Background: an optimization exercise with open tools, aiming at small area, a short achievable clock period and few clock cycles per item. Do not read the settings as production practice. Only simulation tests tie the RTL to the original design; equivalence was not proved.

==> run a: inputs <==
## lms_two_input_neuron_trainer
module lms_two_input_neuron_trainer
(
  input  logic         clk,
  input  logic         rst,
  input  logic         sample_valid,
  output logic         sample_ready,
  input  logic [49:0]  sample,
  output logic         result_valid,
  input  logic         result_ready,
  output logic [104:0] result,
  input  logic         cfg_write,
  input  logic [1:0]   cfg_index,
  input  logic [23:0]  cfg_data
);
Settings: LEC_CHECK=0, ABC_AREA=1, CAP_MARGIN=5, CORE_MARGIN=2, CORE_UTILIZATION=60, SETUP_SLACK_MARGIN=0.6, SLEW_MARGIN=5; clock period 7.5 ns.
run.sh (not shown) runs the stock make flow with config.mk's settings and CLKGATE_MAP_FILE= SYNTH_SCRIPT=/design/flow/synth_recipe.tcl, a recipe that flattens the netlist after the stock synthesis.
==> run b: changes against run a <==
--- a/flow/design.v
+++ b/flow/design.v
@@ -760,22 +760,20 @@
   always_comb begin
     y_nx   = x2;
     neg_nx = 1'b0;
     if (take) begin
       y_nx = sample[47:32];
-    end else if (p2) begin
-      y_nx = {1'b0, rate[15:1]};
     end else if (p3) begin
       y_nx   = x1;
       neg_nx = 1'b1;
     end else if (p4) begin
       neg_nx = 1'b1;
     end
   end
   always_ff @(posedge clk) begin
     if (take || (p1 && slot_free) || p2 || p3 || p4) begin
-      code_r <= benc(y_nx) ^ {{8{neg_nx}}, 16'h0000};
+      code_r <= (p2 && trn_q) ? benc(eclip[16:1]) : (benc(y_nx) ^ {{8{neg_nx}}, 16'h0000});
     end
     if (take) begin
       x1     <= sample[47:32];
       x2     <= sample[31:16];
       tgt    <= sample[15:0];
@@ -784,12 +782,12 @@
       a_r    <= {{8{b1[24]}}, b1, 8'h00};
     end else if (p1 && slot_free) begin
       m_r    <= {{8{w2[23]}}, w2};
       a_r    <= p[40:0];
     end else if (p2) begin
-      m_r    <= {{15{eclip[16]}}, eclip[16:1], 1'b0};
-      a_r    <= rate[0] ? {{25{eclip[16]}}, eclip[16:1]} : '0;
+      m_r    <= {16'h0000, rate};
+      a_r    <= {26'd0, eclip[16], 14'd0};
     end else if (p3) begin
       m_r    <= p[31:0];
       a_r    <= {{2{w1[23]}}, w1, ~x1[15], 14'h3fff};
     end else if (p4) begin
       a_r    <= {{2{w2[23]}}, w2, ~x2[15], 14'h3fff};
Settings changed: CAP_MARGIN 5 to 20, CORE_UTILIZATION 60 to 40, SETUP_SLACK_MARGIN 0.6 to unset, SLEW_MARGIN 5 to 20.
==> results by group <==
Run status
  • Outcome: finished clean

Final layout
  • Final instance area: 0.0400 mm^2
  • Multi-input gates: 3127

Routing
  • First-pass DRT Iterations: 7
  • Met3 routed WL: 17400 um

Worst hold path
  • Worst Hold Endpoint: init_w2[0]
# the run above: run a

==> results by group <==
Run status
  • Outcome: finished clean

Global routing
  • Initial antenna violation count: 2

Worst hold path
  • Worst Hold Endpoint: init_b[9]

Setup path
  • Crit path to: code_r[2]

Final layout
  • Multi-input gates: 3230
  • Final instance area: 0.0401 mm^2
  • Layout Cells excl Fill: 5877

Routing
  • Met3 routed WL: 12200 um
  • First-pass DRT Iterations: 6
# the run above: run b

Testbench counts of run a, summed over its fixed seeds: cycles 13,626, items 3,200.
Testbench counts of run b, summed over its fixed seeds: cycles 13,626, items 3,200.

* * *

==> job 7222 <==
RTL: one of the versions met above, not the one the previous note started from.
clock: 7.5 ns
lec_check: 0
abc_area: 1
cap_margin: 5
core_margin: 2
core_utilization: 60
slew_margin: 5
==> job 3274 (differences from job 7222) <==
--- a/flow/design.v
+++ b/flow/design.v
@@ -757,40 +757,42 @@
   end
   logic [15:0] y_nx;
   logic        neg_nx;
   always_comb begin
     y_nx   = x2;
     neg_nx = 1'b0;
     if (take) begin
       y_nx = sample[47:32];
+    end else if (p2) begin
+      y_nx = {1'b0, rate[15:1]};
     end else if (p3) begin
       y_nx   = x1;
       neg_nx = 1'b1;
     end else if (p4) begin
       neg_nx = 1'b1;
     end
   end
   always_ff @(posedge clk) begin
     if (take || (p1 && slot_free) || p2 || p3 || p4) begin
-      code_r <= (p2 && trn_q) ? benc(eclip[16:1]) : (benc(y_nx) ^ {{8{neg_nx}}, 16'h0000});
+      code_r <= benc(y_nx) ^ {{8{neg_nx}}, 16'h0000};
     end
     if (take) begin
       x1     <= sample[47:32];
       x2     <= sample[31:16];
       tgt    <= sample[15:0];
       trn_q  <= (op == 2'd1);
       m_r    <= {{8{w1_nx[23]}}, w1_nx};
       a_r    <= {{8{b1[24]}}, b1, 8'h00};
     end else if (p1 && slot_free) begin
       m_r    <= {{8{w2[23]}}, w2};
       a_r    <= p[40:0];
     end else if (p2) begin
-      m_r    <= {16'h0000, rate};
-      a_r    <= {26'd0, eclip[16], 14'd0};
+      m_r    <= {{15{eclip[16]}}, eclip[16:1], 1'b0};
+      a_r    <= rate[0] ? {{25{eclip[16]}}, eclip[16:1]} : '0;
     end else if (p3) begin
       m_r    <= p[31:0];
       a_r    <= {{2{w1[23]}}, w1, ~x1[15], 14'h3fff};
     end else if (p4) begin
       a_r    <= {{2{w2[23]}}, w2, ~x2[15], 14'h3fff};
     end
     if (rfin) begin
       pred_q <= '0;
- ABC_AREA: 1 -> not set
==> comparison table <==
item                                                       job 3274              job 7222
Worst slack at placement                                  -0.411 ns             -0.114 ns
Final HPWL DP                                             109000 um             102000 um
Total via count in the routed design                          33300                 33700
Worst setup path endpoint                          m_r[7]$_DFFE_PP_   code_r[1]$_DFFE_PP_
GR Util met1                                                  58.3%                 57.9%
Non-Clock Buffer Count                                          590                   387
Critical register-to-register path startpoint  code_r[12]$_DFFE_PP_  code_r[18]$_DFFE_PP_
Layout cells sized above 1                                    17.3%                 8.82%
Status                                              failed layout checks  no timing/DRC/antenna violations
Reasons for failing layout checks                      setup timing                     -
Total instance count after detailed placement                  4766                  5350
Met2 GRT Util                                                 72.4%                 64.7%
Setup_tns                                                 -0.103 ns                  0 ns
Total CTS buffers                                                39                    41
Testbench counts of job 7222, summed over its fixed seeds: cycles 13,626, items 3,200.
Testbench counts of job 3274, summed over its fixed seeds: cycles 13,626, items 3,200.

* * *

==> branch onyx: inputs <==
lms_two_input_neuron_trainer again, from the RTL that the note above started with.
// lms_two_input_neuron_trainer
module lms_two_input_neuron_trainer
(
  input  logic         clk,
  input  logic         rst,
  input  logic         sample_valid,
  output logic         sample_ready,
  input  logic [49:0]  sample,
  output logic         result_valid,
  input  logic         result_ready,
  output logic [104:0] result,
  input  logic         cfg_write,
  input  logic [1:0]   cfg_index,
  input  logic [23:0]  cfg_data
);
Settings: LEC_CHECK=0, ABC_AREA=1, CAP_MARGIN=5, CORE_MARGIN=2, CORE_UTILIZATION=60, SETUP_SLACK_MARGIN=0.4, SLEW_MARGIN=5; clock period 7.5 ns.
==> branch violet (differences from branch onyx) <==
--- a/flow/design.v
+++ b/flow/design.v
@@ -758,38 +758,40 @@
   logic [15:0] y_nx;
   logic        neg_nx;
   always_comb begin
     y_nx   = x2;
     neg_nx = 1'b0;
     if (take) begin
       y_nx = sample[47:32];
+    end else if (p2) begin
+      y_nx = {1'b0, rate[15:1]};
     end else if (p3) begin
       y_nx   = x1;
       neg_nx = 1'b1;
     end else if (p4) begin
       neg_nx = 1'b1;
     end
   end
   always_ff @(posedge clk) begin
     if (take || (p1 && slot_free) || p2 || p3 || p4) begin
-      code_r <= (p2 && trn_q) ? benc(eclip[16:1]) : (benc(y_nx) ^ {{8{neg_nx}}, 16'h0000});
+      code_r <= benc(y_nx) ^ {{8{neg_nx}}, 16'h0000};
     end
     if (take) begin
       x1     <= sample[47:32];
       x2     <= sample[31:16];
       tgt    <= sample[15:0];
       trn_q  <= (op == 2'd1);
       m_r    <= {{8{w1_nx[23]}}, w1_nx};
       a_r    <= {{8{b1[24]}}, b1, 8'h00};
     end else if (p1 && slot_free) begin
       m_r    <= {{8{w2[23]}}, w2};
       a_r    <= p[40:0];
     end else if (p2) begin
-      m_r    <= {16'h0000, rate};
-      a_r    <= {26'd0, eclip[16], 14'd0};
+      m_r    <= {{15{eclip[16]}}, eclip[16:1], 1'b0};
+      a_r    <= rate[0] ? {{25{eclip[16]}}, eclip[16:1]} : '0;
     end else if (p3) begin
       m_r    <= p[31:0];
       a_r    <= {{2{w1[23]}}, w1, ~x1[15], 14'h3fff};
     end else if (p4) begin
       a_r    <= {{2{w2[23]}}, w2, ~x2[15], 14'h3fff};
     end
     if (rfin) begin
==> flow/config.mk (replaced) <==
export PLATFORM = sky130hd
export DESIGN_NAME = lms_two_input_neuron_trainer
export DESIGN_NICKNAME = lms_two_input_neuron_trainer
export VERILOG_FILES = /design/flow/design.v
export SDC_FILE = /design/flow/constraint.sdc
export NUM_CORES = 4
export LEC_CHECK = 0
export CAP_MARGIN = 20
export CORE_MARGIN = 2
export CORE_UTILIZATION = 40
export SLEW_MARGIN = 20
==> comparison table <==
quantity                                                           branch violet              branch onyx
Result of the run                                        complete, no violations  complete, no violations
Overall via count from detail_route                                        31300                    34300
Nets in the synthesized netlist                                             4226                     4934
Pre-CTS WS                                                             -0.731 ns                -0.114 ns
Critical Path AT                                                         7.77 ns                  7.42 ns
Detail Route met2 WL                                                     62.3 mm                  56.4 mm
Multi-input logic area                                                 23500 µm²                22800 µm²
Signal buffers                                                               667                      432
Worst setup path endpoint                                                a_r[17]                code_r[1]
Seq. cell area                                                          8660 µm²                 8660 µm²
Max_slew headroom                                                          21.0%                    13.9%
Met2 capacity usage during global routing                                  48.7%                    65.1%
Number of gates resized after cts                                             20                       53
Final Util                                                                 50.4%                    71.9%
GRT Util Overall                                                           31.3%                    43.9%
Average size of a mapped cell                                           8.92 µm²                 7.56 µm²
Initial detailed-routing violation count                                    3476                     4920
Final critical path time including I/O delays and setup                  7.37 ns                  7.08 ns
Testbench counts of branch onyx, summed over its fixed seeds: cycles 13,626, items 3,200.
Testbench counts of branch violet, summed over its fixed seeds: cycles 13,626, items 3,200.

## what the ideal ports hide
How much do the figures lean on ideal ports? The routed layouts below were timed once more, with nothing changed but the port constraints.
Step 1: set_driving_cell puts a clkbuf_16 on clk and a buf_2 on each other input, an assumption about the parent block.
Step 2 also shifts input and output timing later by t, the mid clock arrival at the registers, as if the neighbouring blocks saw the same clock.
a / b / c = no drivers / after step 1 / after step 2; a / b = the first two.
run | shift t [ns] | setup slack, ns | worst hold slack (ns) | latest minus earliest clock arrival (ns)
run a | 0.651 | 0.596 / 0.596 / 0.596 | 0.455 / 0.455 / 0.455 | 0.037 / 0.037
run b | 0.641 | 0.228 / 0.228 / 0.228 | 0.469 / 0.469 / 0.469 | 0.052 / 0.053
job 7222 | 0.641 | 0.121 / 0.121 / 0.121 | 0.474 / 0.474 / 0.474 | 0.073 / 0.073
job 3274 | 0.653 | -0.040 / -0.040 / -0.040 | 0.457 / 0.457 / 0.457 | 0.045 / 0.045
branch onyx | 0.645 | 0.421 / 0.421 / 0.421 | 0.473 / 0.473 / 0.473 | 0.070 / 0.071
branch violet | 0.647 | 0.132 / 0.132 / 0.132 | 0.454 / 0.454 / 0.454 | 0.024 / 0.025
